Background: an optimization exercise with open tools, aiming at a short achievable clock period and few clock cycles. Do not read the settings as production practice. The RTL was checked by simulation tests, not by an equivalence proof against the original design. Power is estimated from default activity; no workload was simulated.

==> flow/config.mk <==
export PLATFORM = sky130hd
export DESIGN_NAME = dataCache
export DESIGN_NICKNAME = dataCache
export VERILOG_FILES = /design/flow/design.v
export SDC_FILE = /design/flow/constraint.sdc
export NUM_CORES = 4
export LEC_CHECK = 0
export ABC_CLOCK_PERIOD_IN_PS = 2000
export CAP_MARGIN = 20
export CORE_MARGIN = 2
export CORE_UTILIZATION = 55
export SLEW_MARGIN = 20
==> flow/constraint.sdc <==
create_clock -name core_clock -period 10.5 [get_ports {clock}]
set_input_delay 2.1000 -clock core_clock [delete_from_list [all_inputs] [get_ports {clock}]]
set_output_delay 2.1000 -clock core_clock [all_outputs]
set_load 0.01 [all_outputs]
==> flow/design.v <==
module dataCache
(
	input logic clock,
	input logic reset,
	input logic [32-1:0] address,
	input logic [32-1:0] writeData,
	input logic accessEnable,
	input logic byteAccess,
	input logic read,
	output logic [32-1:0] readData,
	output logic cacheWait,
	output logic [32-1:0] memAddress,
	output logic [32-1:0] memWriteData,
	output logic memEnable,
	output logic memRead,
	input logic [32-1:0] memReadData,
	input logic memWait
);
	localparam int TW = (32 - ((($clog2((32 / 8))) + $clog2(4)) + $clog2(4)));
	logic [TW-1:0] tagQ [4][4];       
	logic [3:0] validQ [4];
	logic [3:0] dirtyQ [4];
	logic [1:0] lastFillQ [4];
	logic [31:0] dataQ [4][4][4];     
	logic [31:0] aQ;
	logic [3:0] aSetOH;               
	logic [31:0] wdQ;                 
	logic [3:0] maskQ;
	logic byteQ;
	logic readQ;
	logic pendQ;
	logic [3:0] pendWayQ;             
	logic busyQ;
	logic wbQ;                        
	logic firstQ;                     
	logic [1:0] wcQ;                  
	logic [1:0] missWayQ;
	logic [3:0] missOHQ;              
	logic [1:0] aSet;
	logic [1:0] aWord;
	logic [TW-1:0] aTag;
	assign aSet = aQ[5:4];
	assign aWord = aQ[3:2];
	assign aTag = aQ[31:6];
	logic [1:0] victimOf [4];
	logic [3:0] wbNeed;
	logic [TW-1:0] vicTag [4];
	always_comb
	begin
		for (int s = 0; s < 4; s++)
		begin
			victimOf[s] = lastFillQ[s] + 2'd1;
			for (int w = 3; w >= 0; w--)
				if (!validQ[s][w])
					victimOf[s] = 2'(w);
			wbNeed[s] = validQ[s][victimOf[s]] && (dirtyQ[s][victimOf[s]]
				|| (pendQ && aSet == 2'(s) && pendWayQ[victimOf[s]]));
			vicTag[s] = tagQ[s][victimOf[s]];
		end
	end
	logic [1:0] iSet;
	logic [1:0] iWord;
	logic [1:0] iLane;
	logic [TW-1:0] iTag;
	assign iSet = address[5:4];
	assign iWord = address[3:2];
	assign iLane = address[1:0];
	assign iTag = address[31:6];
	logic [3:0] match [4];
	logic [3:0] hitv;
	logic hit;
	logic conflict;
	always_comb
	begin
		for (int s = 0; s < 4; s++)
			for (int w = 0; w < 4; w++)
				match[s][w] = validQ[s][w] && !busyQ && tagQ[s][w] == iTag;
		hitv = match[iSet];
		hit = |hitv;
		conflict = pendQ && read && address[5:2] == aQ[5:2];
	end
	logic [1:0] rdWord;
	logic [31:0] setLine [4][4];      
	logic [31:0] wayRaw [4];
	assign rdWord = busyQ ? wcQ : iWord;
	logic [1:0] laneSel [4];
	logic [31:0] wayHit [4];
	always_comb
	begin
		for (int j = 0; j < 4; j++)
			laneSel[j] = byteAccess ? iLane : 2'(j);
		for (int w = 0; w < 4; w++)
		begin
			for (int k = 0; k < 4; k++)
				setLine[w][k] = dataQ[iSet][w][k];
			wayRaw[w] = setLine[w][rdWord];
			for (int j = 0; j < 4; j++)
				wayHit[w][j*8 +: 8] = hitv[w] ? wayRaw[w][laneSel[j]*8 +: 8] : 8'h00;
		end
	end
	logic [31:0] capData;
	always_comb
	begin
		capData = '0;
		if (busyQ)
		begin
			capData = readData;
			if (!wbQ && wcQ == aWord)
				capData = byteQ ? {4{memReadData[aQ[1:0]*8 +: 8]}} : memReadData;
		end
	end
	always_ff @(posedge clock)
		readData <= wayHit[0] | wayHit[1] | wayHit[2] | wayHit[3] | capData;
	logic xfer;
	logic lastXfer;
	assign xfer = !memWait;
	assign lastXfer = xfer && wcQ == 2'd3;
	assign memEnable = busyQ;
	always_ff @(posedge clock or negedge reset)
	begin
		if (!reset)
		begin
			busyQ <= 1'b0;
			firstQ <= 1'b0;
			pendQ <= 1'b0;
			wbQ <= 1'b0;
			wcQ <= 2'd0;
		end
		else if (!busyQ)
		begin
			busyQ <= accessEnable && !hit;
			firstQ <= accessEnable && !hit;
			pendQ <= accessEnable && !read && hit;
			wbQ <= wbNeed[iSet];
			wcQ <= 2'd0;
		end
		else
		begin
			firstQ <= 1'b0;
			if (xfer)
			begin
				wcQ <= wcQ + 2'd1;
				if (wcQ == 2'd3)
				begin
					if (wbQ)
						wbQ <= 1'b0;
					else
						busyQ <= 1'b0;
				end
			end
		end
	end
	always_ff @(posedge clock)
	begin
		if (!busyQ)
			cacheWait <= !hit || conflict;
		else
			cacheWait <= !(lastXfer && !wbQ);
	end
	always_ff @(posedge clock)
	begin
		if (!busyQ)
		begin
			aQ <= address;
			aSetOH <= 4'b0001 << iSet;
			wdQ <= byteAccess ? {4{writeData[7:0]}} : writeData;
			maskQ <= byteAccess ? 4'b0001 << iLane : 4'b1111;
			byteQ <= byteAccess;
			readQ <= read;
			pendWayQ <= hitv;
			missWayQ <= victimOf[iSet];
			missOHQ <= 4'b0001 << victimOf[iSet];
			memRead <= !wbNeed[iSet];
			memAddress <= {wbNeed[iSet] ? vicTag[iSet] : iTag, iSet, 4'b0000};
		end
		else
		begin
			if (xfer)
			begin
				memAddress[3:2] <= wcQ + 2'd1;
				if (wbQ && wcQ == 2'd3)
				begin
					memRead <= 1'b1;
					memAddress[31:6] <= aTag;
				end
			end
		end
		memWriteData <= (missOHQ[0] ? wayRaw[0] : '0) | (missOHQ[1] ? wayRaw[1] : '0)
			| (missOHQ[2] ? wayRaw[2] : '0) | (missOHQ[3] ? wayRaw[3] : '0);
	end
	logic fillWr;
	logic [31:0] fillData;
	logic wrEn;
	logic [31:0] wrData;
	logic [3:0] wrMask;
	logic [1:0] wrWord;
	logic [3:0] wrWay;
	assign fillWr = busyQ && !wbQ;
	always_comb
	begin
		for (int b = 0; b < 4; b++)
			fillData[b*8 +: 8] = (!readQ && wcQ == aWord && maskQ[b]) ? wdQ[b*8 +: 8]
				: memReadData[b*8 +: 8];
		wrEn = fillWr || pendQ;
		wrData = fillWr ? fillData : wdQ;
		wrMask = fillWr ? 4'b1111 : maskQ;
		wrWord = fillWr ? wcQ : aWord;
		wrWay = fillWr ? missOHQ : pendWayQ;
	end
	logic [3:0] lineEn [4];           
	logic [3:0] laneEn [4];           
	always_comb
	begin
		for (int s = 0; s < 4; s++)
			for (int w = 0; w < 4; w++)
				lineEn[s][w] = wrEn && aSetOH[s] && wrWay[w];
		for (int k = 0; k < 4; k++)
			for (int b = 0; b < 4; b++)
				laneEn[k][b] = wrWord == 2'(k) && wrMask[b];
	end
	always_ff @(posedge clock)
	begin
		for (int s = 0; s < 4; s++)
			for (int w = 0; w < 4; w++)
				for (int k = 0; k < 4; k++)
					for (int b = 0; b < 4; b++)
						if (lineEn[s][w] && laneEn[k][b])
							dataQ[s][w][k][b*8 +: 8] <= wrData[b*8 +: 8];
	end
	always_ff @(posedge clock or negedge reset)
	begin
		if (!reset)
		begin
			for (int s = 0; s < 4; s++)
			begin
				validQ[s] <= '0;
				dirtyQ[s] <= '0;
				lastFillQ[s] <= '0;
			end
		end
		else
		begin
			if (firstQ)
			begin
				validQ[aSet][missWayQ] <= 1'b1;
				dirtyQ[aSet][missWayQ] <= !readQ;
				lastFillQ[aSet] <= missWayQ;
			end
			else if (pendQ)
			begin
				for (int w = 0; w < 4; w++)
					if (pendWayQ[w])
						dirtyQ[aSet][w] <= 1'b1;
			end
		end
	end
	always_ff @(posedge clock)
	begin
		if (firstQ)
			tagQ[aSet][missWayQ] <= aTag;
	end
endmodule
==> flow/flow/run.sh <==
#!/bin/bash
# The standard layout (standard.sh, all steps unchanged), run with two
# repair settings changed: the timing repair may resize a cell to any
# footprint (the platform's MATCH_CELL_FOOTPRINT is 1), and it aims for
# SETUP_SLACK_MARGIN ns of setup slack at the design's clock period.
# make's full output goes to flow_make.log here; ORFS keeps each step's log
# under orfs/logs/.
set -euo pipefail
cd "$(dirname "${BASH_SOURCE[0]}")/.."
MARGIN=$(cat flow/margin.txt)
sed -E -e 's/ SETUP_SLACK_MARGIN=[^ ]+//g' \
	-e "s/CLKGATE_MAP_FILE= /CLKGATE_MAP_FILE= SETUP_SLACK_MARGIN=${MARGIN} MATCH_CELL_FOOTPRINT=0 /" \
	standard.sh > standard_tuned.sh
grep -q "MATCH_CELL_FOOTPRINT=0" standard_tuned.sh
bash standard_tuned.sh > flow_make.log 2>&1
==> flow/flow/margin.txt <==
6.8
==> flow/standard.sh <==
#!/bin/bash
# synth_recipe.tcl (not shown) runs the flow's synth.tcl, then flattens the netlist and writes it again
# the make line also repeats each setting of config.mk as NAME=value (left out here)
make -C /OpenROAD-flow-scripts/flow DESIGN_CONFIG=/design/flow/config.mk WORK_HOME=/design/flow/orfs CLKGATE_MAP_FILE= SYNTH_SCRIPT=/design/flow/synth_recipe.tcl "${@:-finish}"
==> results of run 1 <==
-- final timing paths --
kind                               from        endpoint  slack (ns)  depth (start not counted)
min reg2reg                dirtyQ[1][1]    dirtyQ[1][1]        0.50                          2
min in group asynchronous         reset    validQ[3][1]        1.27                          2
min                        dirtyQ[1][1]    dirtyQ[1][1]        0.50                          2
max                               busyQ       memEnable        6.67                          2
max in group asynchronous         reset           busyQ        8.69                          2
max reg2reg                validQ[3][3]  memAddress[19]        6.69                          8
-- repair_timing --
item,CTS,global route
endpoints found under the setup margin,2053,1823
gates cloned,67,22
resized for setup,1004,320
endpoints found under the hold margin,0,0
pin swaps,84,77
buffers inserted,216,97
-- kinds of logic (layout without fill, tap and decap cells) --
group                      Yosys count  after routing  share of synthesized area
AOI/OAI and AO/OA                  793            794                     0.0502
xor gates and xnor gates           424            424                     0.0325
adders and majority gates            8              8                   0.000876
buffers and inverters              576           1436                     0.0224
DFF                               2688           2688                      0.698
other                                1              9                  0.0000328
and+or+nand+nor                   1193           1193                     0.0473
muxes                             1034           1036                      0.149
-- cell type report --
cell class | count | share of cell area
Antenna cell | 7 | 0.000126
Clock buffer | 383 | 0.0576
Clock inverter | 124 | 0.00707
Inverter | 125 | 0.00347
Multi-Input combinational cell | 3457 | 0.262
Sequential cell | 2688 | 0.575
Tap cell | 2704 | 0.0243
Timing Repair Buffer | 804 | 0.0710
-- state kept, by name (all words and copies together), names as in the netlist, 2 cells and up --
signal and flops:
memWriteData 32, dataQ 2048, missWayQ 2, aSetOH 4
readData 32, dirtyQ 16, aQ 32, memAddress 28
pendWayQ 4, wcQ 2, maskQ 4, validQ 16
tagQ 416, lastFillQ 8, missOHQ 4, wdQ 32
-- report_power, final --
part / switching, mW / internal (mW) / total, mW
clock network: 4.16 / 5.76 / 9.92
logic: 7.97 / 3.59 / 11.6
registers: 0.863 / 14.5 / 15.4
-- layer usage --
metal  vias up  wire (µm)  global-route usage
li1      28100          -                   -
met1     36600     148000               0.506
met2      4183     184000               0.567
met3       867      40500              0.0755
met4        24      23600               0.182
met5         -        182                   0
-- Yosys cell counts, drive strengths merged (59+ instances only) --
library cell | instances | area (µm²)
o211ai | 167 | 1250
mux2 | 88 | 991
clkbuf | 204 | 768
buf | 247 | 1320
nand2 | 450 | 1690
a31oi | 62 | 388
nor2 | 337 | 1260
a21oi | 59 | 295
mux4 | 521 | 11700
nand3 | 93 | 465
dfxtp | 67 | 1340
a211oi | 78 | 586
xnor2 | 391 | 3420
inv | 122 | 458
mux2i | 425 | 4250
o21ai | 109 | 549
nand4 | 112 | 701
a22oi | 99 | 743
edfxtp | 2575 | 77300
-- worst max-delay path, stage by stage, from the launching register on --
cell and delay [ns]:
dfrtp_4 0.53, buf_16 0.16, buf_6 0.12
==> flow_metrics.env, run 1 <==
export IMPL_die_h_um=460
export IMPL_skew_ns=0.0567
export IMPL_nets=7485
export IMPL_period_minus_slack_ns=3.83
export IMPL_min_period_over_period=0.364
export IMPL_cts_tree="built"
export IMPL_synth_warnings=14
export IMPL_fin_cells=10300
export IMPL_layout_drive_gt1_share=0.311
export IMPL_status="timing/DRC/antenna clean"
export IMPL_mostFrequentLayoutCells="edfxtp_1 (2575), mux4_2 (521), nand2_1 (426)"
export IMPL_multi_input_area_um2=36400
export IMPL_fp_dieW_um=460
export IMPL_final_util=0.673
export IMPL_synth_ff_type="edfxtp_1"
export IMPL_max_slew_margin=0.345
export IMPL_start_util=0.553
export IMPL_grt_pass1_wl_um=535000
export IMPL_avgRoutedWirePerCell_um=38.5
export IMPL_ir_worst_vdd_uv=368
export IMPL_synthDistinctLibCells=77
export IMPL_slew_violations=0
export IMPL_maxCapViolations=0
export IMPL_worst_pin_slew_ns=0.979
export IMPL_finalSetupTns_ns=0
export IMPL_via_per_inst=6.78
export IMPL_timing_fmax_mhz=261
export IMPL_coreArea_um2=207000
export IMPL_hold_viol=0
export IMPL_grt_pass1_vias=67500
export IMPL_dr_total_vias=69800
export IMPL_num_io_pins=201
export IMPL_post_place_ws_ns=4.25
export IMPL_ctsHoldBuffers=0
export IMPL_ys_seq_elements=2688
export IMPL_hold_ws_ns=0.498
export IMPL_cp_arrival_ns=1.73
export IMPL_firstDrtPassIters=8
export IMPL_root_buffer="clkbuf_16"
export IMPL_insertion_delay_ns=0.95
export IMPL_syn_inst=6717
export IMPL_drc=0
export IMPL_io_buffers=198
export IMPL_first_iter_violations=9755
export IMPL_grtUsageTotal=0.368
export IMPL_cts_sinks=2688
export IMPL_nFillCells=13900
export IMPL_place_area_um2=120000
export IMPL_core_rowCount=167
export IMPL_antenna_found_initial=25
export IMPL_finalSetupViolCount=0
export IMPL_end_kind="primary output"
export IMPL_crit_path_start_kind="flip-flop"
export IMPL_p_leak_nw=46.6
export IMPL_syn_area_per_cell_um2=17.0
export IMPL_setup_ws_ns=6.67
export IMPL_finalPower_mw=36.8
export IMPL_syn_area_um2=114000
export IMPL_path_clk_slew_ns=0.06
export IMPL_min_delay_path_class="flip-flop to flip-flop"
export IMPL_clk_path_buf_depth=4
export IMPL_fin_area_um2=139000
export IMPL_wl_um=396000
export IMPL_dp_cells=9373
export IMPL_rsz0062_at_grt="true"
export IMPL_async_flop_share=0.0171
export IMPL_grt_start_max_net_pins=65
export IMPL_powerDensity_nw_per_um2=265
export IMPL_gp_congestion=0.944
export IMPL_synth_edf_count=2575
export IMPL_overflow=0
export IMPL_required_ns=8.40
export IMPL_cp_max_fo=4
export IMPL_final_common_cell="edfxtp_1"
export IMPL_final_antenna_net_count=0
export IMPL_cts_buffers=299
export IMPL_cts_htree_levels=5
export IMPL_hpwl_um=237000
export IMPL_die_area_um2=211000
export IMPL_synthToLayoutAreaGrowth_pct=21.7
export IMPL_setup_worst_path_class="flip-flop to primary output"
export IMPL_synth_seq_area_share=0.698
export IMPL_ff_latch_area_um2=80000
Testbench counts, summed over its fixed seeds: cycles 55,934.
==> run 2: changes to the inputs <==
--- a/flow/config.mk
+++ b/flow/config.mk
@@ -8,5 +8,5 @@
 export ABC_CLOCK_PERIOD_IN_PS = 2000
 export CAP_MARGIN = 20
 export CORE_MARGIN = 2
-export CORE_UTILIZATION = 55
+export CORE_UTILIZATION = 65
 export SLEW_MARGIN = 20
==> run 2 against run 1 <==
Compared with the run above: cell area shrank 0.47%; hold slack got worse by 0.036 ns; count of clock-buffer cells in the layout is 25 lower; routed wire length grew 7.2%; area after synthesis stayed put; worst setup slack got worse by 0.33 ns; critical path depth increased by 3; via count grew 6.5%; first-iteration DRC count grew 39%; critical path type is now flip-flop to flip-flop; largest cell class unchanged.
==> flow_metrics.env, run 2 <==
export IMPL_cp_arrival_ns=4.74
export IMPL_layout_drive_gt1_share=0.310
export IMPL_root_buffer="clkbuf_16"
export IMPL_synth_ff_type="edfxtp_1"
export IMPL_min_period_over_period=0.395
export IMPL_status="timing/DRC/antenna clean"
export IMPL_overflow=0
export IMPL_final_common_cell="edfxtp_1"
export IMPL_required_ns=11.09
export IMPL_drc=0
export IMPL_dr_total_vias=74400
export IMPL_nFillCells=8616
export IMPL_insertion_delay_ns=0.98
export IMPL_synth_edf_count=2575
export IMPL_wl_um=425000
export IMPL_maxCapViolations=0
export IMPL_rsz0062_at_grt="true"
export IMPL_start_util=0.656
export IMPL_p_leak_nw=46.7
export IMPL_regMostFlops="dataQ"
export IMPL_die_h_um=423
export IMPL_nets=7507
export IMPL_hold_ws_ns=0.462
export IMPL_mostFrequentLayoutCells="edfxtp_1 (2575), mux4_2 (521), nand2_1 (427)"
export IMPL_path_clk_slew_ns=0.07
export IMPL_synthToLayoutAreaGrowth_pct=21.1
export IMPL_cts_sinks=2688
export IMPL_setup_worst_path_class="flip-flop to flip-flop"
export IMPL_max_slew_margin=0.150
export IMPL_post_synth_top_count_cell="edfxtp_1"
export IMPL_min_delay_path_class="flip-flop to flip-flop"
export IMPL_avgRoutedWirePerCell_um=42.8
export IMPL_fin_cells=9936
export IMPL_cts_tree="built"
export IMPL_cts_htree_levels=5
export IMPL_timing_fmax_mhz=241
export IMPL_clk_path_buf_depth=4
export IMPL_end_kind="flip-flop"
export IMPL_antenna_found_initial=24
export IMPL_place_area_um2=119000
export IMPL_synth_commonest_cells="edfxtp_1 (2575), mux4_2 (521), nand2_1 (450)"
export IMPL_grt_pass1_wl_um=540000
export IMPL_synthDistinctLibCells=77
export IMPL_finalSetupViolCount=0
export IMPL_synthTopCellsByArea="edfxtp_1 (68%), mux4_2 (10%), mux2i_1 (3.7%)"
export IMPL_syn_area_um2=114000
export IMPL_yosys_area_top_type="edfxtp_1"
export IMPL_firstDrtPassIters=9
export IMPL_die_area_um2=179000
export IMPL_coreArea_um2=174000
export IMPL_syn_area_per_cell_um2=17.0
export IMPL_synth_seq_area_share=0.698
export IMPL_grtUsageTotal=0.437
export IMPL_powerDensity_nw_per_um2=273
export IMPL_io_buffers=198
export IMPL_grt_start_max_net_pins=75
export IMPL_via_per_inst=7.49
export IMPL_cp_max_fo=25
export IMPL_period_minus_slack_ns=4.15
export IMPL_skew_ns=0.0553
export IMPL_hpwl_um=225000
export IMPL_finalSetupTns_ns=0
export IMPL_num_io_pins=201
export IMPL_ctsHoldBuffers=0
export IMPL_slew_violations=0
export IMPL_reg_top3="dataQ: 2048 flops, tagQ: 416 flops"
export IMPL_finalPower_mw=37.8
export IMPL_async_flop_share=0.0171
export IMPL_worst_pin_slew_ns=1.27
export IMPL_synth_warnings=14
export IMPL_cts_buffers=284
export IMPL_fin_area_um2=138000
export IMPL_gp_congestion=0.974
export IMPL_synth_top_area_share=0.676
export IMPL_ys_seq_elements=2688
export IMPL_hold_viol=0
export IMPL_first_iter_violations=13500
export IMPL_crit_path_start_kind="flip-flop"
export IMPL_syn_inst=6717
export IMPL_ir_worst_vdd_uv=217
export IMPL_final_antenna_net_count=0
export IMPL_grt_pass1_vias=69100
export IMPL_fp_dieW_um=423
export IMPL_dp_cells=8984
export IMPL_largest_reg_flops=2048
export IMPL_core_rowCount=153
==> run 2: layout make-up <==
type / instances / area (µm²) / area share
Sequential cell: 2688 / 79900 / 0.577
Clock buffer: 358 / 7600 / 0.0549
Timing Repair Buffer: 842 / 10300 / 0.0741
Multi-Input combinational cell: 3456 / 36100 / 0.261
Antenna cell: 15 / 37.5 / 0.000271
Inverter: 125 / 472 / 0.00341
Clock inverter: 127 / 1180 / 0.00853
Tap cell: 2325 / 2910 / 0.0210
==> run 2: through the flow <==
| stage | setup WS [ns] | utilization |
|---|---|---|
| 2_1_floorplan | 6.54 | - |
| 3_3_place_gp | 4.09 | 0.684 |
| 3_5_place_dp | 4.30 | 0.684 |
| 4_1_cts | 6.52 | 0.768 |
| 5_1_grt | 6.32 | 0.795 |
| 6_report | 6.35 | 0.795 |
==> run 2: final timing paths <==
| check | from | to | slack, ns | cells past startpoint |
|---|---|---|---|---|
| hold / removal | aQ[7] | tagQ[4][1] | 0.46 | 0 |
| hold reg to reg | aQ[7] | tagQ[4][1] | 0.46 | 0 |
| min in group asynchronous | reset | validQ[3][1] | 1.27 | 2 |
| max in group asynchronous | reset | busyQ | 8.66 | 2 |
| setup reg to reg | missOHQ[3] | dataQ[62][14] | 6.35 | 5 |
| setup / recovery | missOHQ[3] | dataQ[62][14] | 6.35 | 5 |
==> run 2: critical path: stages (launching register included) <==
cell and delay, ns:
edfxtp_1 0.33, buf_4 0.39, clkinv_1 0.62, o21ai_1 0.68, nand2_2 0.84, nor2_2 0.85
==> run 2: cells by family after synthesis <==
logic type,synth area share
buffers and inverters,0.0224
adders and majority gates,0.000876
xor gates and xnor gates,0.0325
and+or+nand+nor,0.0473
muxes,0.149
DFF,0.698
other,0.0000328
AOI/OAI and AO/OA,0.0502
==> run 2: repair_timing <==
item / in CTS / in global routing
gates cloned: 58 / 29
pin swaps: 38 / 86
buffers inserted: 163 / 201
resized for setup: 815 / 438
endpoints found under the setup margin: 1863 / 1494
==> run 2: where the power goes <==
group	switching, mW	internal (mW)	total (mW)	leakage [nW]
clock	4.32	5.65	9.97	4.29
combinational	8.64	3.76	12.4	18.0
sequential	0.928	14.5	15.4	24.4
total	13.9	23.9	37.8	46.7
==> run 2: layer usage <==
layer  track usage  vias to the layer above  routed length, µm
met5             0                        -                187
met2         0.656                     7239             191000
met3         0.113                     1760              59200
met1         0.566                    37300             133000
li1              -                    28100                  -
met4         0.306                       18              41200
==> run 3: changes to the inputs <==
==> flow/flow/margin.txt (replaced) <==
7.3
--- a/flow/config.mk
+++ b/flow/config.mk
@@ -8,5 +8,5 @@
 export ABC_CLOCK_PERIOD_IN_PS = 2000
 export CAP_MARGIN = 20
 export CORE_MARGIN = 2
-export CORE_UTILIZATION = 65
+export CORE_UTILIZATION = 55
 export SLEW_MARGIN = 20
==> run 3 against run 2 <==
Compared with the run above: sequential power is essentially flat; combinational power grew 5%; global-route usage shrank 4.4 points; die area grew 18%; sequential cell count is the same; largest power group unchanged; cell area grew 3.3%; core utilization shrank 10 points; critical endpoint is now readData[30]; hold slack gained 0.023 ns; critical path depth grew 8; maximum frequency grew 8.1%; still clean; worst setup slack gained 0.31 ns.
==> flow_metrics.env, run 3 <==
export IMPL_status="timing/DRC/antenna clean"
export IMPL_period_minus_slack_ns=3.84
export IMPL_end_kind="flip-flop"
export IMPL_synthDistinctLibCells=77
export IMPL_min_delay_path_class="flip-flop to flip-flop"
export IMPL_cts_sinks=2688
export IMPL_synth_seq_area_share=0.698
export IMPL_grtUsageTotal=0.394
export IMPL_mostFrequentLayoutCells="edfxtp_1 (2575), mux4_2 (521), nand2_1 (410)"
export IMPL_gp_congestion=0.959
export IMPL_synth_top_area_share=0.676
export IMPL_grt_pass1_wl_um=565000
export IMPL_start_util=0.553
export IMPL_post_synth_top_count_cell="edfxtp_1"
export IMPL_finalPower_mw=38.3
export IMPL_synthToLayoutAreaGrowth_pct=25.1
export IMPL_crit_path_start_kind="primary input"
export IMPL_synth_edf_count=2575
export IMPL_final_common_cell="edfxtp_1"
export IMPL_insertion_delay_ns=0.95
export IMPL_cp_max_fo=8
export IMPL_hold_ws_ns=0.485
export IMPL_slew_violations=0
export IMPL_min_period_over_period=0.366
export IMPL_fp_dieW_um=460
export IMPL_syn_inst=6717
export IMPL_synthTopCellsByArea="edfxtp_1 (68%), mux4_2 (10%), mux2i_1 (3.7%)"
export IMPL_cts_buffers=300
export IMPL_async_flop_share=0.0171
export IMPL_grt_start_max_net_pins=79
export IMPL_layout_drive_gt1_share=0.364
export IMPL_coreArea_um2=207000
export IMPL_num_io_pins=201
export IMPL_post_place_ws_ns=4.07
export IMPL_setup_ws_ns=6.66
export IMPL_fin_cells=10400
export IMPL_die_h_um=460
export IMPL_first_iter_violations=10100
export IMPL_cts_htree_levels=5
export IMPL_syn_area_per_cell_um2=17.0
export IMPL_ir_worst_vdd_uv=273
export IMPL_hold_viol=0
export IMPL_overflow=0
export IMPL_synth_commonest_cells="edfxtp_1 (2575), mux4_2 (521), nand2_1 (450)"
export IMPL_fin_area_um2=143000
export IMPL_reg_top3="dataQ: 2048 flops, tagQ: 416 flops"
export IMPL_ctsHoldBuffers=0
export IMPL_final_util=0.692
export IMPL_ys_seq_elements=2688
export IMPL_setup_worst_path_class="primary input to flip-flop"
export IMPL_finalSetupTns_ns=0
export IMPL_drc=0
export IMPL_nFillCells=13500
export IMPL_io_buffers=198
export IMPL_powerDensity_nw_per_um2=268
export IMPL_grt_pass1_vias=69100
export IMPL_synth_warnings=14
export IMPL_via_per_inst=6.85
export IMPL_dr_total_vias=71000
export IMPL_largest_reg_flops=2048
export IMPL_maxCapViolations=0
export IMPL_cp_slowest_cell="mux4_2"
export IMPL_regMostFlops="dataQ"
export IMPL_die_area_um2=211000
export IMPL_timing_fmax_mhz=260
export IMPL_yosys_area_top_type="edfxtp_1"
export IMPL_avgRoutedWirePerCell_um=40.2
export IMPL_p_leak_nw=46.9
export IMPL_required_ns=11.32
export IMPL_critPathMaxStageDelay_ns=0.51
export IMPL_cp_arrival_ns=4.66
export IMPL_final_antenna_net_count=0
export IMPL_syn_area_um2=114000
export IMPL_path_clk_slew_ns=0.06
export IMPL_cts_tree="built"
export IMPL_r2r_slack_ns=6.85
export IMPL_rsz0062_at_grt="true"
export IMPL_finalSetupViolCount=0
export IMPL_firstDrtPassIters=9
export IMPL_nets=7554
export IMPL_max_slew_margin=0.261
export IMPL_root_buffer="clkbuf_16"
export IMPL_core_rowCount=167
export IMPL_clk_path_buf_depth=4
export IMPL_dp_cells=9371
export IMPL_skew_ns=0.0491
export IMPL_path_cells="buf_16, buf_12, buf_16, buf_8, clkbuf_16, buf_6, mux4_2, mux2i_4, mux2i_4, mux2i_1, nand2_1, a32oi_1, o211ai_1"
export IMPL_antenna_found_initial=16
export IMPL_worst_pin_slew_ns=1.11
export IMPL_place_area_um2=120000
export IMPL_synth_ff_type="edfxtp_1"
export IMPL_hpwl_um=244000
export IMPL_wl_um=417000
[run 3: cell count changes in the layout (fill, tap and decap cells not counted), moves of 42 or more]
cell	delta
nor2_1	-88
buf_4	-76
mux2i_4	+42
buf_6	+128
nor2_2	-133
nor2_4	+225
dlymetal6s2s_1	-94
[run 3: power breakdown]
group          leakage [nW]  switching [mW]  total, mW  internal [mW]
Combinational          18.1            8.82       13.0           4.15
Clock                  4.42            4.21       9.96           5.75
Sequential             24.4           0.919       15.4           14.5
Total                  46.9            14.0       38.3           24.4
[run 3: repair_timing]
action	in CTS	in global routing
pin swaps	210	77
buffers inserted	308	36
cloned	127	3
endpoints found under the hold margin	0	0
endpoints found under the setup margin	4279	2648
resized for setup	1952	269
[run 3: worst paths after layout]
| kind | from | endpoint | cells past startpoint |
|---|---|---|---|
| max in group asynchronous | reset | busyQ | 2 |
| hold / removal | memAddress[3] | memAddress[3] | 2 |
| setup / recovery | address[4] | readData[30] | 13 |
| min in group asynchronous | reset | lastFillQ[3][0] | 2 |
| setup reg to reg | busyQ | pendQ | 12 |
| hold reg to reg | memAddress[3] | memAddress[3] | 2 |
[run 3: layer usage]
layer | up-vias | global-route usage | routed length, µm
met2 | 4548 | 0.597 | 189000
met3 | 1192 | 0.0888 | 41900
met4 | 12 | 0.268 | 35500
met1 | 37000 | 0.511 | 150000
met5 | - | 0 | 86
li1 | 28300 | - | -
[run 3: logic make-up after synthesis]
logic type / synth area share
AO/OA/AOI/OAI: 0.0502
flip-flops: 0.698
adder cells (fa/ha/maj): 0.000876
buffers and inverters: 0.0224
XOR/XNOR: 0.0325
AND/OR/NAND/NOR: 0.0473
other: 0.0000328
multiplexers: 0.149
[run 3: area by class of cell]
type                       count  area (µm²)  share of cell area
clock buffer                 379        7990              0.0559
tap                         2704        3380              0.0237
sequential                  2688       80000               0.560
timing repair buffer         863       10900              0.0760
clock inverter               129        1070             0.00749
inverter                     125         515             0.00360
antenna                       15        37.5            0.000262
multi-input combinational   3465       39100               0.274
timing repair inverter         1        11.3           0.0000787
[run 3: worst max-delay path: cells and delay by family]
kind / cells / cell delay [ns]
mux: 4 / 1.17
buf+inv: 6 / 0.88
compound gates: 2 / 0.34
simple gates: 1 / 0.08
==> run 4: changes to the inputs <==
--- a/flow/design.v
+++ b/flow/design.v
@@ -28,15 +28,19 @@
 	logic [3:0] maskQ;
 	logic byteQ;
 	logic readQ;
-	logic pendQ;
+	logic wrReqQ;                     
+	logic pendQ;                      
 	logic [3:0] pendWayQ;             
 	logic busyQ;
 	logic wbQ;                        
+	logic busyPrevQ;
 	logic firstQ;                     
 	logic [1:0] wcQ;                  
 	logic [1:0] missWayQ;
 	logic [3:0] missOHQ;              
 	logic [1:0] aSet;
+	assign pendQ = wrReqQ && |pendWayQ;
+	assign firstQ = busyQ && !busyPrevQ;
 	logic [1:0] aWord;
 	logic [TW-1:0] aTag;
 	assign aSet = aQ[5:4];
@@ -121,22 +125,19 @@
 		if (!reset)
 		begin
 			busyQ <= 1'b0;
-			firstQ <= 1'b0;
-			pendQ <= 1'b0;
+			wrReqQ <= 1'b0;
 			wbQ <= 1'b0;
 			wcQ <= 2'd0;
 		end
 		else if (!busyQ)
 		begin
 			busyQ <= accessEnable && !hit;
-			firstQ <= accessEnable && !hit;
-			pendQ <= accessEnable && !read && hit;
+			wrReqQ <= accessEnable && !read;
 			wbQ <= wbNeed[iSet];
 			wcQ <= 2'd0;
 		end
 		else
 		begin
-			firstQ <= 1'b0;
 			if (xfer)
 			begin
 				wcQ <= wcQ + 2'd1;
@@ -150,6 +151,13 @@
 			end
 		end
 	end
+	always_ff @(posedge clock or negedge reset)
+	begin
+		if (!reset)
+			busyPrevQ <= 1'b0;
+		else
+			busyPrevQ <= busyQ;
+	end
 	always_ff @(posedge clock)
 	begin
 		if (!busyQ)
@@ -159,15 +167,15 @@
 	end
 	always_ff @(posedge clock)
 	begin
+		aQ <= address;
+		aSetOH <= 4'b0001 << iSet;
+		wdQ <= byteAccess ? {4{writeData[7:0]}} : writeData;
+		maskQ <= byteAccess ? 4'b0001 << iLane : 4'b1111;
+		byteQ <= byteAccess;
+		readQ <= read;
+		pendWayQ <= hitv;
 		if (!busyQ)
 		begin
-			aQ <= address;
-			aSetOH <= 4'b0001 << iSet;
-			wdQ <= byteAccess ? {4{writeData[7:0]}} : writeData;
-			maskQ <= byteAccess ? 4'b0001 << iLane : 4'b1111;
-			byteQ <= byteAccess;
-			readQ <= read;
-			pendWayQ <= hitv;
 			missWayQ <= victimOf[iSet];
 			missOHQ <= 4'b0001 << victimOf[iSet];
 			memRead <= !wbNeed[iSet];
==> flow/flow/margin.txt (replaced) <==
6.8
==> run 4 against run 3 <==
Compared with the run above: clock power decreased by 2%; register-to-register slack got worse by 0.09 ns; non-clock buffer count fell by 18; maximum frequency fell by 3.3%; area after synthesis fell by 2.7%; clock skew increased by 0.020 ns; synthesized cell count fell by 1.1%.
==> flow_metrics.env, run 4 <==
export IMPL_die_h_um=454
export IMPL_combinationalPowerShare=0.308
export IMPL_cts_buffers=292
export IMPL_reg_top3="dataQ: 2048 flops, tagQ: 416 flops"
export IMPL_top_usage_layer="met2"
export IMPL_finalSetupViolCount=0
export IMPL_synth_top_area_share=0.674
export IMPL_seqPwrFrac=0.410
export IMPL_cp_max_fo=7
export IMPL_ys_seq_elements=2690
export IMPL_end_kind="flip-flop"
export IMPL_clk_path_buf_depth=4
export IMPL_netSwitchingFraction=0.353
export IMPL_drc=0
export IMPL_powerDensity_nw_per_um2=254
export IMPL_path_clk_slew_ns=0.06
export IMPL_cp_slowest_cell="a22oi_2"
export IMPL_min_delay_path_class="flip-flop to flip-flop"
export IMPL_syn_inst=6642
export IMPL_cp_arrival_ns=4.75
export IMPL_switching_power_mw=12.2
export IMPL_synth_commonest_cells="edfxtp_1 (2499), nand2_1 (677), mux4_2 (521)"
export IMPL_synthTopCellsByArea="edfxtp_1 (67%), mux4_2 (11%), xnor2_1 (2.9%)"
export IMPL_coreArea_um2=202000
export IMPL_grtUsageTotal=0.373
export IMPL_async_flop_share=0.0171
export IMPL_crit_path_start_kind="primary input"
export IMPL_synth_edf_count=2499
export IMPL_yosys_area_top_type="edfxtp_1"
export IMPL_nets=7451
export IMPL_grt_met1_usage=0.503
export IMPL_syn_area_um2=111000
export IMPL_crit_start="address[4]"
export IMPL_rr_startpoint="busyQ"
export IMPL_cts_tree="built"
export IMPL_grtUsageMet3=0.0936
export IMPL_regMostFlops="dataQ"
export IMPL_synth_warnings=14
export IMPL_finalSetupTns_ns=0
export IMPL_rsz0062_at_grt="true"
export IMPL_num_io_pins=201
export IMPL_cts_htree_levels=5
export IMPL_clkPwrFrac=0.283
export IMPL_max_slew_margin=0.218
export IMPL_layout_drive_gt1_share=0.321
export IMPL_final_common_cell="edfxtp_1"
export IMPL_first_iter_violations=10200
export IMPL_mostFrequentLayoutCells="edfxtp_1 (2499), nand2_1 (553), mux4_2 (521)"
export IMPL_ir_worst_vdd_uv=225
export IMPL_start_util=0.552
export IMPL_internal_power_mw=22.4
export IMPL_status="timing/DRC/antenna clean"
export IMPL_met2_usage=0.557
export IMPL_synth_ff_type="edfxtp_1"
export IMPL_post_synth_top_count_cell="edfxtp_1"
export IMPL_skew_ns=0.0691
export IMPL_required_ns=11.28
export IMPL_die_area_um2=206000
export IMPL_maxCapViolations=0
export IMPL_core_rowCount=165
export IMPL_overflow=0
export IMPL_period_minus_slack_ns=3.98
export IMPL_final_antenna_net_count=0
export IMPL_via_per_inst=6.71
export IMPL_slew_violations=0
export IMPL_ctsHoldBuffers=0
export IMPL_worstHoldStart="dirtyQ[1][0]"
export IMPL_min_period_over_period=0.379
export IMPL_finalPower_mw=34.6
export IMPL_grt_pass1_vias=64800
export IMPL_syn_area_per_cell_um2=16.8
export IMPL_setup_worst_path_class="primary input to flip-flop"
export IMPL_cts_sinks=2690
export IMPL_insertion_delay_ns=0.97
export IMPL_dr_total_vias=68700
export IMPL_synthToLayoutAreaGrowth_pct=22.6
export IMPL_io_buffers=198
export IMPL_root_buffer="clkbuf_16"
export IMPL_synthDistinctLibCells=56
export IMPL_timing_fmax_mhz=252
export IMPL_gp_congestion=0.982
export IMPL_firstDrtPassIters=12
export IMPL_avgRoutedWirePerCell_um=38.5
export IMPL_worst_pin_slew_ns=1.17
export IMPL_grt_pass1_wl_um=525000
export IMPL_r2r_slack_ns=6.76
export IMPL_grt_start_max_net_pins=65
export IMPL_fp_dieW_um=454
export IMPL_p_leak_nw=46.0
export IMPL_wl_um=394000
export IMPL_critPathMaxStageDelay_ns=0.56
export IMPL_synth_seq_area_share=0.711
export IMPL_hpwl_um=234000
export IMPL_largest_reg_flops=2048
export IMPL_antenna_found_initial=23
export IMPL_path_cells="buf_16, buf_12, buf_16, mux4_2, a22oi_2, nand2_2, nand2_1, nand3_1, a222oi_1, nand2_1"
export IMPL_hold_viol=0
[run 4: cell count changes after synthesis, sizes merged, moves of 40 or more]
cell,delta
edfxtp,-76
inv,-85
a22oi,+233
nand2,+227
o211ai,-161
a21oi,+41
and3,-40
nand3,+160
mux2i,-181
a211oi,-73
dfxtp,+78
[run 4: critical path: cells and delay by family]
family	cells	cell delay, ns
AOI/OAI and AO/OA	2	0.99
buffers and inverters	3	0.51
muxes	1	0.53
and+or+nand+nor	4	0.53
[run 4: path summary, 6_finish.rpt]
kind,cells after the start,end
worst max register to register,10,dataQ[49][1]
worst max-delay path,10,readData[7]
max in group asynchronous,2,dirtyQ[2][2]
min in group asynchronous,2,validQ[3][0]
worst min-delay path,2,dirtyQ[1][0]
worst min register to register,2,dirtyQ[1][0]
[run 4: repair_timing]
action                     4_1_cts  5_1_grt
pin swaps                       86      131
gates resized for setup       1014      463
cloned                          62       31
setup endpoints to repair     2692     2242
setup buffers                  225      177
[run 4: metrics by stage]
step                      hold WS, ns  setup WS, ns  instances  area [µm²]   util
final                           0.493          6.52      10200      136000  0.676
after global routing            0.533          6.54      10200      136000  0.676
after CTS                       0.490          6.69      10000      132000  0.654
after detailed placement        0.464          3.91       9220      116000  0.575
after global placement          0.451          3.89       9219      116000  0.575
after floorplan                 0.436          6.43       6643      112000      -
[run 4: final cells by class]
cell class	instances	area, µm²
antenna	15	37.5
timing repair buffer	845	10500
multi-input combinational	3475	34300
tap	2672	3340
inverter	37	144
clock buffer	379	7870
sequential	2690	79200
clock inverter	124	983
fill	13400	65300
[run 4: power by group through the flow]
| stage | clock [mW] | sequential, mW | combinational, mW |
|---|---|---|---|
| final | 9.79 | 14.2 | 10.7 |
| after global routing | 10.3 | 14.2 | 10.9 |
| after CTS | 9.85 | 14.2 | 9.28 |
| after detailed placement | 0 | 14.3 | 8.11 |
| after global placement | 0 | 14.3 | 8.02 |
| after floorplan | 0 | 14.0 | 4.31 |
[run 4: routing by layer]
metal	up-vias	wire length, µm	share of wire
met5	-	94	0.00024
met4	14	28500	0.072
met3	1038	43700	0.11
met2	4621	179000	0.45
met1	35500	144000	0.36
li1	27600	-	-
[run 4: cells by family after synthesis]
group | after synthesis | share of synthesized area
compound gates | 702 | 0.0426
xor+xnor | 427 | 0.0336
fa+ha+maj | 8 | 0.000900
buf+inv | 484 | 0.0196
flops | 2690 | 0.711
mux | 817 | 0.133
other cells | 1 | 0.0000337
simple gates | 1513 | 0.0596
Testbench counts of run 4, summed over its fixed seeds: cycles 55,934.
==> run 5: changes to the inputs <==
==> flow/flow/margin.txt (replaced) <==
7.3
==> run 5 against run 4 <==
Compared with the run above: still clean; worst setup slack worse by 0.014 ns; final cell count fell by 0.11%; via count increased by 1.6%; core utilization up 0.62 points; combinational power rose by 13%; sequential power about the same; maximum frequency down 0.36%; sequential share of layout area fell by 0.51 points; die area unchanged; clock power about the same; register-to-register slack improved by 0.21 ns; global-route usage is 1.6 points higher; highest routed layer unchanged.
==> flow_metrics.env, run 5 <==
export IMPL_seqPwrFrac=0.391
export IMPL_skew_ns=0.0638
export IMPL_synth_xor_area_share=0.0336
export IMPL_syn_area_per_cell_um2=16.8
export IMPL_internal_power_mw=23.0
export IMPL_synth_simple_gate_area_share=0.0596
export IMPL_ir_worst_vdd_uv=255
export IMPL_finalSetupTns_ns=0
export IMPL_cp_max_fo=47
export IMPL_synthMuxAreaShare=0.133
export IMPL_nFillCells=13500
export IMPL_hold_path_end="memAddress[3]"
export IMPL_largest_reg_flops=2048
export IMPL_cp_slowest_cell="clkdlybuf4s50_1"
export IMPL_avgRoutedWirePerCell_um=39.4
export IMPL_yosys_area_top_type="edfxtp_1"
export IMPL_async_flop_share=0.0171
export IMPL_start_util=0.552
export IMPL_crit_path_start_kind="primary input"
export IMPL_min_period_over_period=0.380
export IMPL_grt_pass1_wl_um=545000
export IMPL_firstDrtPassIters=8
export IMPL_final_common_cell="edfxtp_1"
export IMPL_period_minus_slack_ns=3.99
export IMPL_path_cells="clkdlybuf4s50_1, buf_12, nand2b_4, buf_12, nand3_1, a222oi_1, nand2_1"
export IMPL_min_path_cells=2
export IMPL_worst_pin_slew_ns=1.22
export IMPL_drc=0
export IMPL_first_iter_violations=10500
export IMPL_num_io_pins=201
export IMPL_die_area_um2=206000
export IMPL_mostFrequentLayoutCells="edfxtp_1 (2499), nand2_1 (523), mux4_2 (521)"
export IMPL_synthDistinctLibCells=56
export IMPL_regMostFlops="dataQ"
export IMPL_rr_startpoint="busyQ"
export IMPL_crit_top_cell="buf_12"
export IMPL_final_util=0.682
export IMPL_via_per_inst=6.82
export IMPL_hpwl_um=228000
export IMPL_grtUsageMet3=0.0876
export IMPL_grt_pass1_vias=65800
export IMPL_place_area_um2=116000
export IMPL_rsz0062_at_grt="true"
export IMPL_clk_path_buf_depth=4
export IMPL_powerDensity_nw_per_um2=264
export IMPL_max_slew_margin=0.186
export IMPL_gp_congestion=0.951
export IMPL_fin_cells=10200
export IMPL_dp_cells=9215
export IMPL_ctsHoldBuffers=0
export IMPL_met2_usage=0.571
export IMPL_syn_inst=6642
export IMPL_synthToLayoutAreaGrowth_pct=23.7
export IMPL_finalSetupViolCount=0
export IMPL_coreArea_um2=202000
export IMPL_end_kind="flip-flop"
export IMPL_fp_dieW_um=454
export IMPL_netSwitchingFraction=0.367
export IMPL_status="timing/DRC/antenna clean"
export IMPL_clkPwrFrac=0.275
export IMPL_synth_warnings=14
export IMPL_final_antenna_net_count=0
export IMPL_synth_compound_area_frac=0.0426
export IMPL_synth_seq_area_share=0.711
export IMPL_post_place_ws_ns=3.59
export IMPL_io_buffers=198
export IMPL_synth_ff_type="edfxtp_1"
export IMPL_top_usage_layer="met2"
export IMPL_cts_htree_levels=5
export IMPL_cts_tree="built"
export IMPL_combinationalPowerShare=0.334
export IMPL_r2r_slack_ns=6.97
export IMPL_layout_drive_gt1_share=0.351
export IMPL_antenna_found_initial=22
export IMPL_root_buffer="clkbuf_16"
export IMPL_hold_viol=0
export IMPL_path_buf_inv=3
export IMPL_cp_arrival_ns=4.80
export IMPL_path_clk_slew_ns=0.06
export IMPL_ys_seq_elements=2690
export IMPL_synth_commonest_cells="edfxtp_1 (2499), nand2_1 (677), mux4_2 (521)"
export IMPL_synth_top_area_share=0.674
export IMPL_setup_worst_path_class="primary input to flip-flop"
export IMPL_cts_buffers=297
export IMPL_min_delay_path_class="flip-flop to flip-flop"
export IMPL_worstHoldStart="memAddress[3]"
export IMPL_nets=7439
export IMPL_r2r_end="readData[13]"
export IMPL_grt_start_max_net_pins=66
export IMPL_reg_top3="dataQ: 2048 flops, tagQ: 416 flops"
export IMPL_die_h_um=454
export IMPL_dr_total_vias=69800
export IMPL_wl_um=403000
export IMPL_slew_violations=0
export IMPL_post_synth_top_count_cell="edfxtp_1"
export IMPL_overflow=0
export IMPL_switching_power_mw=13.4
export IMPL_required_ns=11.31
export IMPL_core_rowCount=165
export IMPL_critPathMaxStageDelay_ns=0.53
export IMPL_rr_worst_depth=12
export IMPL_syn_area_um2=111000
export IMPL_synth_edf_count=2499
export IMPL_timing_fmax_mhz=251
export IMPL_grtUsageTotal=0.389
export IMPL_synth_adder_area_share=0.000900
export IMPL_synthTopCellsByArea="edfxtp_1 (67%), mux4_2 (11%), xnor2_1 (2.9%)"
export IMPL_fin_area_um2=138000
export IMPL_insertion_delay_ns=0.96
export IMPL_p_leak_nw=45.9
export IMPL_cts_sinks=2690
export IMPL_synth_top_family_by_area="multiplexers"
export IMPL_cpLargestDelayFamily="buffers and inverters"
export IMPL_maxCapViolations=0
export IMPL_grt_met1_usage=0.530
export IMPL_setup_ws_ns=6.51
[run 5: cell counts after synthesis]
No cell type changed its count.
[run 5: kinds of logic (layout without fill, tap and decap cells)]
logic type,Yosys count,after routing
xor+xnor,427,427
simple gates,1513,1522
flops,2690,2690
other cells,1,14
fa+ha+maj,8,8
compound gates,702,703
buf+inv,484,1373
mux,817,817
[run 5: final cells by class]
cell class                 instances  area (µm²)  share of cell area
timing repair buffer             824       10400              0.0754
clock inverter                   122        1090             0.00791
multi-input combinational       3479       35400               0.257
tap                             2672        3340              0.0243
clock buffer                     390        8000              0.0581
inverter                          37         145             0.00105
antenna                           12        30.0            0.000218
sequential                      2690       79300               0.576
[run 5: metal layers]
layer  vias up  share of wire
li1      27600              -
met1     36200           0.37
met2      4844           0.44
met3      1176           0.11
met4         8          0.080
met5         -        0.00013
[run 5: per-stage QoR]
step	hold WS (ns)	power [mW]
2_1_floorplan	0.436	18.3
4_1_cts	0.496	35.3
3_5_place_dp	0.501	22.8
5_1_grt	0.510	36.9
3_3_place_gp	0.468	22.7
6_report	0.502	36.3
[run 5: worst max path at each step]
stage / endpoint / start / cells past startpoint / slack (ns)
2_1_floorplan: readData[4] / address[4] / 10 / 6.43
3_3_place_gp: readData[30] / address[2] / 11 / 3.66
3_5_place_dp: readData[28] / address[2] / 11 / 3.59
4_1_cts: memRead / memRead / 1 / 6.65
5_1_grt: readData[17] / address[1] / 7 / 6.62
6_report: readData[17] / address[1] / 7 / 6.51
[run 5: worst min-delay path: stages (launching register included)]
cell,delay (ns)
dfxtp_2,0.34
nand2_1,0.06
a21oi_1,0.06
[run 5: what timing repair did]
item | 4_1_cts | 5_1_grt
pin swaps | 246 | 165
setup endpoints to repair | 4343 | 2458
gates resized for setup | 1725 | 227
hold endpoints to repair | 0 | 0
cloned | 123 | 8
setup buffers | 256 | 98
[run 5: power groups by stage]
stage / logic, mW / clock network, mW / registers [mW]
5_1_grt: 12.3 / 10.4 / 14.2
4_1_cts: 11.1 / 10.0 / 14.2
6_report: 12.1 / 10.0 / 14.2
2_1_floorplan: 4.32 / 0 / 14.0
3_5_place_dp: 8.50 / 0 / 14.3
3_3_place_gp: 8.40 / 0 / 14.3
==> run 6: changes to the inputs <==
==> flow/flow/run.sh (replaced) <==
#!/bin/bash
# The standard layout (standard.sh, all steps unchanged), run with three
# settings changed: the timing repair may resize a cell to any footprint (the
# platform's MATCH_CELL_FOOTPRINT is 1), it aims for SETUP_SLACK_MARGIN ns of
# setup slack at the design's clock period (margin.txt), and the buffer that
# every input and output port gets is a buf_8 rather than the default
# clkdlybuf4s50_1 (a delay cell).
# make's full output goes to flow_make.log here; ORFS keeps each step's log
# under orfs/logs/.
set -euo pipefail
cd "$(dirname "${BASH_SOURCE[0]}")/.."
MARGIN=$(cat flow/margin.txt)
sed -E -e 's/ SETUP_SLACK_MARGIN=[^ ]+//g' \
	-e "s/CLKGATE_MAP_FILE= /CLKGATE_MAP_FILE= SETUP_SLACK_MARGIN=${MARGIN} MATCH_CELL_FOOTPRINT=0 'BUFFER_PORTS_ARGS=-buffer_cell sky130_fd_sc_hd__buf_8' /" \
	standard.sh > standard_tuned.sh
grep -q "MATCH_CELL_FOOTPRINT=0" standard_tuned.sh
bash standard_tuned.sh > flow_make.log 2>&1
==> run 6 against run 5 <==
Compared with the run above: still clean; combinational power is essentially flat; final cell count is 0.66% lower; worst setup slack gained 0.13 ns; sequential power hardly changed; clock skew fell by 0.017 ns; sequential share of layout area fell by 0.11 points; cell area rose by 0.23%; routed wire length down 4.0%; critical path type unchanged; critical endpoint is now readData[14]; highest routed layer unchanged.
==> flow_metrics.env, run 6 <==
export IMPL_ff_latch_area_um2=79300
export IMPL_synth_edf_count=2499
export IMPL_post_synth_top_count_cell="edfxtp_1"
export IMPL_post_place_ws_ns=4.30
export IMPL_dp_cells=9193
export IMPL_layout_drive_gt1_share=0.355
export IMPL_drc=0
export IMPL_final_util=0.684
export IMPL_yosys_area_top_type="edfxtp_1"
export IMPL_final_antenna_net_count=0
export IMPL_hold_viol=0
export IMPL_nFillCells=13200
export IMPL_num_io_pins=201
export IMPL_finalSetupTns_ns=0
export IMPL_grt_start_max_net_pins=75
export IMPL_reg_top3="dataQ: 2048 flops, tagQ: 416 flops"
export IMPL_gp_congestion=0.978
export IMPL_synth_ff_type="edfxtp_1"
export IMPL_firstDrtPassIters=10
export IMPL_worst_pin_slew_ns=1.37
export IMPL_clk_path_buf_depth=4
export IMPL_maxCapViolations=0
export IMPL_cts_sinks=2690
export IMPL_die_h_um=454
export IMPL_required_ns=11.30
export IMPL_synth_seq_area_share=0.711
export IMPL_min_period_over_period=0.368
export IMPL_cp_max_fo=7
export IMPL_min_delay_path_class="flip-flop to flip-flop"
export IMPL_core_rowCount=165
export IMPL_fin_cells=10200
export IMPL_status="timing/DRC/antenna clean"
export IMPL_synth_top_area_share=0.674
export IMPL_async_flop_share=0.0171
export IMPL_grt_pass1_wl_um=525000
export IMPL_insertion_delay_ns=0.96
export IMPL_largest_reg_flops=2048
export IMPL_crit_path_start_kind="primary input"
export IMPL_cts_htree_levels=5
export IMPL_mostFrequentLayoutCells="edfxtp_1 (2499), mux4_2 (521), nand2_1 (518)"
export IMPL_cts_buffers=298
export IMPL_seqPwrFrac=0.392
export IMPL_ys_seq_elements=2690
export IMPL_setup_worst_path_class="primary input to flip-flop"
export IMPL_antenna_found_initial=16
export IMPL_grtUsageTotal=0.372
export IMPL_combinationalPowerShare=0.330
export IMPL_synth_commonest_cells="edfxtp_1 (2499), nand2_1 (677), mux4_2 (521)"
export IMPL_syn_area_um2=111000
export IMPL_synthDistinctLibCells=56
export IMPL_avgRoutedWirePerCell_um=38.0
export IMPL_grt_pass1_vias=65000
export IMPL_netSwitchingFraction=0.359
export IMPL_finalPower_mw=36.3
export IMPL_period_minus_slack_ns=3.86
export IMPL_root_buffer="clkbuf_16"
export IMPL_cts_tree="built"
export IMPL_skew_ns=0.0465
export IMPL_io_buffers=198
export IMPL_max_slew_margin=0.0835
export IMPL_syn_area_per_cell_um2=16.8
export IMPL_nets=7382
export IMPL_r2r_slack_ns=7.09
export IMPL_final_common_cell="edfxtp_1"
export IMPL_p_leak_nw=45.7
export IMPL_via_per_inst=6.69
export IMPL_synthTopCellsByArea="edfxtp_1 (67%), mux4_2 (11%), xnor2_1 (2.9%)"
export IMPL_start_util=0.552
export IMPL_setup_ws_ns=6.64
export IMPL_regMostFlops="dataQ"
export IMPL_path_clk_slew_ns=0.06
export IMPL_clkPwrFrac=0.278
export IMPL_multi_input_area_um2=35200
export IMPL_cp_arrival_ns=4.66
export IMPL_timing_fmax_mhz=259
export IMPL_end_kind="flip-flop"
export IMPL_coreArea_um2=202000
export IMPL_dr_total_vias=68000
export IMPL_overflow=0
export IMPL_hpwl_um=226000
export IMPL_ir_worst_vdd_uv=200
export IMPL_fp_dieW_um=454
export IMPL_switching_power_mw=13.0
export IMPL_wl_um=386000
export IMPL_first_iter_violations=9489
export IMPL_finalSetupViolCount=0
export IMPL_die_area_um2=206000
export IMPL_slew_violations=0
export IMPL_rsz0062_at_grt="true"
export IMPL_synthToLayoutAreaGrowth_pct=24.0
export IMPL_internal_power_mw=23.3
export IMPL_powerDensity_nw_per_um2=263
export IMPL_syn_inst=6642
export IMPL_synth_warnings=14
-- run 6: logic make-up after synthesis --
family | after synthesis | share of synthesized area
AOI/OAI and AO/OA | 702 | 0.0426
adders and majority gates | 8 | 0.000900
other | 1 | 0.0000337
buffers and inverters | 484 | 0.0196
and+or+nand+nor | 1513 | 0.0596
DFF | 2690 | 0.711
xor gates and xnor gates | 427 | 0.0336
muxes | 817 | 0.133
-- run 6: layout make-up --
cell class,instances,area share
antenna,6,0.000109
timing repair buffer,769,0.0782
multi-input combinational,3476,0.255
sequential,2690,0.575
clock buffer,410,0.0594
inverter,37,0.00102
clock inverter,99,0.00684
tap,2672,0.0242
-- run 6: through the flow --
step,hold slack [ns],instance area [µm²]
6_report,0.476,138000
5_1_grt,0.502,138000
4_1_cts,0.478,135000
3_5_place_dp,0.483,117000
3_3_place_gp,0.471,117000
2_1_floorplan,0.436,112000
-- run 6: path summary, 6_finish.rpt --
path | from | to | depth (start not counted)
worst max-delay path | address[4] | readData[14] | 10
worst min-delay path | memAddress[3] | memAddress[3] | 2
worst max register to register | busyQ | readData[21] | 11
worst min register to register | memAddress[3] | memAddress[3] | 2
max in group asynchronous | reset | busyQ | 1
min in group asynchronous | reset | dirtyQ[0][3] | 1
-- run 6: power by group through the flow --
stage	registers (mW)	logic, mW	clock network (mW)
2_1_floorplan	14.0	4.32	0
3_3_place_gp	14.4	8.49	0
3_5_place_dp	14.4	8.59	0
4_1_cts	14.2	10.9	10.1
5_1_grt	14.2	12.2	10.6
6_report	14.2	12.0	10.1
-- run 6: timing repair --
action | CTS | global route
setup buffers | 225 | 115
pin swaps | 238 | 193
endpoints found under the hold margin | 0 | 0
hold buffers | 0 | 0
cloned | 99 | 8
setup endpoints to repair | 4093 | 2267
resized for setup | 1286 | 269
-- run 6: worst max-delay path, cell delays in order --
cell and delay (ns):
clkbuf_16 0.18, buf_12 0.15, clkbuf_16 0.17, mux4_2 0.51, a22oi_2 0.39, nand2_4 0.16
mux2i_4 0.28, a31oi_2 0.15, a222oi_1 0.45, nand2_1 0.08
-- run 6: routing by layer --
layer  up-vias  part of all wire  GRT usage
met5         -          0.000080          0
met4         4             0.064      0.201
met3       884              0.10     0.0749
met2      4271              0.46      0.559
met1     35400              0.37      0.517
li1      27400                 -          -
==> run 7: changes to the inputs <==
--- a/flow/design.v
+++ b/flow/design.v
@@ -28,19 +28,15 @@
 	logic [3:0] maskQ;
 	logic byteQ;
 	logic readQ;
-	logic wrReqQ;                     
-	logic pendQ;                      
+	logic pendQ;
 	logic [3:0] pendWayQ;             
 	logic busyQ;
 	logic wbQ;                        
-	logic busyPrevQ;
 	logic firstQ;                     
 	logic [1:0] wcQ;                  
 	logic [1:0] missWayQ;
 	logic [3:0] missOHQ;              
 	logic [1:0] aSet;
-	assign pendQ = wrReqQ && |pendWayQ;
-	assign firstQ = busyQ && !busyPrevQ;
 	logic [1:0] aWord;
 	logic [TW-1:0] aTag;
 	assign aSet = aQ[5:4];
@@ -125,19 +121,22 @@
 		if (!reset)
 		begin
 			busyQ <= 1'b0;
-			wrReqQ <= 1'b0;
+			firstQ <= 1'b0;
+			pendQ <= 1'b0;
 			wbQ <= 1'b0;
 			wcQ <= 2'd0;
 		end
 		else if (!busyQ)
 		begin
 			busyQ <= accessEnable && !hit;
-			wrReqQ <= accessEnable && !read;
+			firstQ <= accessEnable && !hit;
+			pendQ <= accessEnable && !read && hit;
 			wbQ <= wbNeed[iSet];
 			wcQ <= 2'd0;
 		end
 		else
 		begin
+			firstQ <= 1'b0;
 			if (xfer)
 			begin
 				wcQ <= wcQ + 2'd1;
@@ -151,13 +150,6 @@
 			end
 		end
 	end
-	always_ff @(posedge clock or negedge reset)
-	begin
-		if (!reset)
-			busyPrevQ <= 1'b0;
-		else
-			busyPrevQ <= busyQ;
-	end
 	always_ff @(posedge clock)
 	begin
 		if (!busyQ)
@@ -167,15 +159,15 @@
 	end
 	always_ff @(posedge clock)
 	begin
-		aQ <= address;
-		aSetOH <= 4'b0001 << iSet;
-		wdQ <= byteAccess ? {4{writeData[7:0]}} : writeData;
-		maskQ <= byteAccess ? 4'b0001 << iLane : 4'b1111;
-		byteQ <= byteAccess;
-		readQ <= read;
-		pendWayQ <= hitv;
 		if (!busyQ)
 		begin
+			aQ <= address;
+			aSetOH <= 4'b0001 << iSet;
+			wdQ <= byteAccess ? {4{writeData[7:0]}} : writeData;
+			maskQ <= byteAccess ? 4'b0001 << iLane : 4'b1111;
+			byteQ <= byteAccess;
+			readQ <= read;
+			pendWayQ <= hitv;
 			missWayQ <= victimOf[iSet];
 			missOHQ <= 4'b0001 << victimOf[iSet];
 			memRead <= !wbNeed[iSet];
==> flow/flow/margin.txt (replaced) <==
6.8
==> run 7 against run 6 <==
Compared with the run above: sequential cell count fell by 2; sequential share of layout area rose by 1.8 points; die area rose by 2.7%; largest power group unchanged; area after synthesis rose by 2.7%; cell area fell by 2.2%; largest cell class unchanged; clock skew rose by 0.024 ns; count of clock-buffer cells in the layout fell by 45; critical path type is now flip-flop to flip-flop; still clean; sequential power rose by 8%.
==> flow_metrics.env, run 7 <==
export IMPL_fin_area_um2=135000
export IMPL_maxCapViolations=0
export IMPL_fp_dieW_um=460
export IMPL_mostFrequentLayoutCells="edfxtp_1 (2575), mux4_2 (521), nand2_1 (424)"
export IMPL_rsz0062_at_grt="true"
export IMPL_firstDrtPassIters=7
export IMPL_hold_viol=0
export IMPL_synth_ff_type="edfxtp_1"
export IMPL_cts_htree_levels=5
export IMPL_p_leak_nw=44.0
export IMPL_final_util=0.652
export IMPL_cts_tree="built"
export IMPL_status="timing/DRC/antenna clean"
export IMPL_crit_path_start_kind="flip-flop"
export IMPL_cts_buffers=297
export IMPL_via_per_inst=6.73
export IMPL_post_synth_top_count_cell="edfxtp_1"
export IMPL_synth_top_area_share=0.676
export IMPL_drc=0
export IMPL_grt_start_max_net_pins=79
export IMPL_synthDistinctLibCells=77
export IMPL_final_common_cell="edfxtp_1"
export IMPL_overflow=0
export IMPL_ctsHoldBuffers=0
export IMPL_max_slew_margin=0.253
export IMPL_hpwl_um=236000
export IMPL_synth_seq_area_share=0.698
export IMPL_synth_compound_area_frac=0.0502
export IMPL_period_minus_slack_ns=3.80
export IMPL_worstHoldStart="dirtyQ[1][1]"
export IMPL_grt_pass1_vias=65200
export IMPL_die_h_um=460
export IMPL_wl_um=379000
export IMPL_layout_drive_gt1_share=0.283
export IMPL_skew_ns=0.0701
export IMPL_synth_commonest_cells="edfxtp_1 (2575), mux4_2 (521), nand2_1 (450)"
export IMPL_finalSetupTns_ns=0
export IMPL_rr_startpoint="busyQ"
export IMPL_grt_pass1_wl_um=513000
export IMPL_coreArea_um2=207000
export IMPL_synth_top_family_by_area="multiplexers"
export IMPL_end_kind="flip-flop"
export IMPL_synth_adder_area_share=0.000876
export IMPL_finalPower_mw=36.7
export IMPL_async_flop_share=0.0171
export IMPL_synthMuxAreaShare=0.149
export IMPL_synthTopCellsByArea="edfxtp_1 (68%), mux4_2 (10%), mux2i_1 (3.7%)"
export IMPL_syn_area_per_cell_um2=17.0
export IMPL_syn_inst=6717
export IMPL_gp_congestion=0.952
export IMPL_final_antenna_net_count=0
export IMPL_root_buffer="clkbuf_16"
export IMPL_clk_path_buf_depth=4
export IMPL_min_delay_path_class="flip-flop to flip-flop"
export IMPL_finalSetupViolCount=0
export IMPL_start_util=0.553
export IMPL_die_area_um2=211000
export IMPL_antenna_found_initial=16
export IMPL_r2r_slack_ns=6.70
export IMPL_powerDensity_nw_per_um2=272
export IMPL_rr_worst_depth=8
export IMPL_syn_area_um2=114000
export IMPL_r2r_end="dataQ[39][18]"
export IMPL_synth_edf_count=2575
export IMPL_synthToLayoutAreaGrowth_pct=18.0
export IMPL_path_clk_slew_ns=0.06
export IMPL_insertion_delay_ns=0.96
export IMPL_grtUsageTotal=0.351
export IMPL_min_period_over_period=0.362
export IMPL_synth_simple_gate_area_share=0.0473
export IMPL_largest_reg_flops=2048
export IMPL_cts_sinks=2688
export IMPL_hold_path_end="dirtyQ[1][1]"
export IMPL_cp_arrival_ns=4.36
export IMPL_io_buffers=198
export IMPL_timing_fmax_mhz=263
export IMPL_ys_seq_elements=2688
export IMPL_cp_max_fo=44
export IMPL_nets=7195
export IMPL_avgRoutedWirePerCell_um=37.9
export IMPL_first_iter_violations=9552
export IMPL_slew_violations=0
export IMPL_ir_worst_vdd_uv=316
export IMPL_synth_xor_area_share=0.0325
export IMPL_core_rowCount=167
export IMPL_min_path_cells=2
export IMPL_nFillCells=14400
export IMPL_setup_worst_path_class="flip-flop to flip-flop"
export IMPL_regMostFlops="dataQ"
export IMPL_place_area_um2=120000
export IMPL_worst_pin_slew_ns=1.12
export IMPL_dr_total_vias=67400
export IMPL_required_ns=11.06
export IMPL_reg_top3="dataQ: 2048 flops, tagQ: 416 flops"
export IMPL_yosys_area_top_type="edfxtp_1"
export IMPL_num_io_pins=201
export IMPL_synth_warnings=14
==> run 7: changes by cell type in the layout (fill, tap and decap cells not counted), moves of 76 or more <==
cell      before   now
a22oi_2      197    14
buf_12       112    31
buf_4        278   192
edfxtp_1    2499  2575
inv_1         34   121
mux2i_2       17   110
nand2_1      518   424
nand2_2       96    20
nand3_1      239    90
nor2_1        66   153
nor2_2        55   159
nor2_4       204    25
o211ai_1       6   167
==> run 7: routing by layer <==
layer  routed length [µm]  GRT usage  up-vias
li1                     -          -    27500
met3                35000     0.0680      824
met4                24200      0.193       16
met1               144000      0.477    35300
met2               175000      0.541     3728
met5                  137          0        -
==> run 7: how the worst max path moves through the flow <==
stage / startpoint / end / slack, ns / depth (start not counted)
after floorplan: address[4] / memAddress[27] / 6.54 / 9
after global placement: address[4] / readData[25] / 4.16 / 10
after detailed placement: address[4] / readData[30] / 4.18 / 10
after CTS: aQ[4] / memAddress[4] / 6.71 / 1
after global routing: busyQ / dataQ[38][17] / 6.68 / 8
final: busyQ / dataQ[39][18] / 6.70 / 8
==> run 7: per-stage QoR <==
step / setup slack, ns / hold WS [ns] / cells
after floorplan: 6.54 / 0.449 / 6718
after global routing: 6.68 / 0.514 / 9998
after CTS: 6.71 / 0.506 / 9929
after detailed placement: 4.18 / 0.489 / 9338
after global placement: 4.16 / 0.479 / 9337
final: 6.70 / 0.500 / 10000
==> run 7: final cells by class <==
class                           count  area, µm²  share of cell area
Clock inverter                    142       1280             0.00952
Tap cell                         2704       3380              0.0251
Multi-Input combinational cell   3457      34800               0.258
Clock buffer                      365       7880              0.0584
Inverter                          125        478             0.00354
Timing Repair Buffer              516       7090              0.0526
Sequential cell                  2688      79900               0.592
Antenna cell                        5       12.5           0.0000928
==> run 7: cells by family (layout without fill, tap and decap cells) <==
group                      count (synthesis)  after routing
other                                      1              7
and+or+nand+nor                         1193           1194
AOI/OAI and AO/OA                        793            794
muxes                                   1034           1035
DFF                                     2688           2688
buffers and inverters                    576           1148
adders and majority gates                  8              8
xor gates and xnor gates                 424            424
==> run 7: power breakdown <==
part	switching (mW)	internal [mW]
sequential	0.895	14.5
combinational	7.78	3.55
clock	4.18	5.87
==> run 7: timing repair <==
item | in CTS | in global routing
resized for setup | 537 | 200
setup endpoints to repair | 3374 | 1066
buffers inserted | 43 | 47
pin swaps | 8 | 12
cloned | 41 | 20
==> run 7: worst max-delay path, cell delays in order (launching register included) <==
cell     delay (ns)
dfrtp_4        0.54
buf_4          0.17
buf_6          0.23
nand2_2        0.40
nand3_1        0.28
o21ai_0        0.30
nand2_1        0.47
buf_4          0.44
nor2_2         0.58
Testbench counts of run 7, summed over its fixed seeds: cycles 55,934.

## port drivers added, routing unchanged
No port has a modelled driver above. Below, the same layouts with a new extraction and two added sets of constraints. Step 1, drivers: a clkbuf_16 drives clock and a buf_2 each remaining input, both assumed. Step 2 also shifts input and output timing later by t, the mid clock arrival at the registers, as if the neighbouring blocks saw the same clock. Slacks: no drivers / after step 1 / after step 2; pairs: no drivers / after step 1.
| run | t, ns | slack for setup (ns) | hold slack, ns | pins driven straight from the clock port |
|---|---|---|---|---|
| run 1 | 1.024 | 6.673 / 6.432 / 5.408 | 0.498 / 0.498 / 0.498 | 1 |
| run 2 | 1.044 | 6.348 / 6.199 / 5.155 | 0.462 / 0.462 / 0.462 | 1 |
| run 3 | 1.031 | 6.657 / 6.322 / 5.291 | 0.485 / 0.485 / 0.485 | 1 |
| run 4 | 1.039 | 6.524 / 6.249 / 5.210 | 0.493 / 0.493 / 0.493 | 1 |
| run 5 | 1.022 | 6.510 / 6.200 / 5.177 | 0.502 / 0.502 / 0.502 | 1 |
| run 6 | 1.026 | 6.636 / 6.108 / 5.082 | 0.476 / 0.476 / 0.476 | 1 |
| run 7 | 1.023 | 6.696 / 6.460 / 5.437 | 0.500 / 0.500 / 0.500 | 1 |
After both steps setup and hold are still met in every run listed. The setup slack of run 6, which loses most, moves by -0.528 ns with the drivers and by -1.554 ns with both steps.
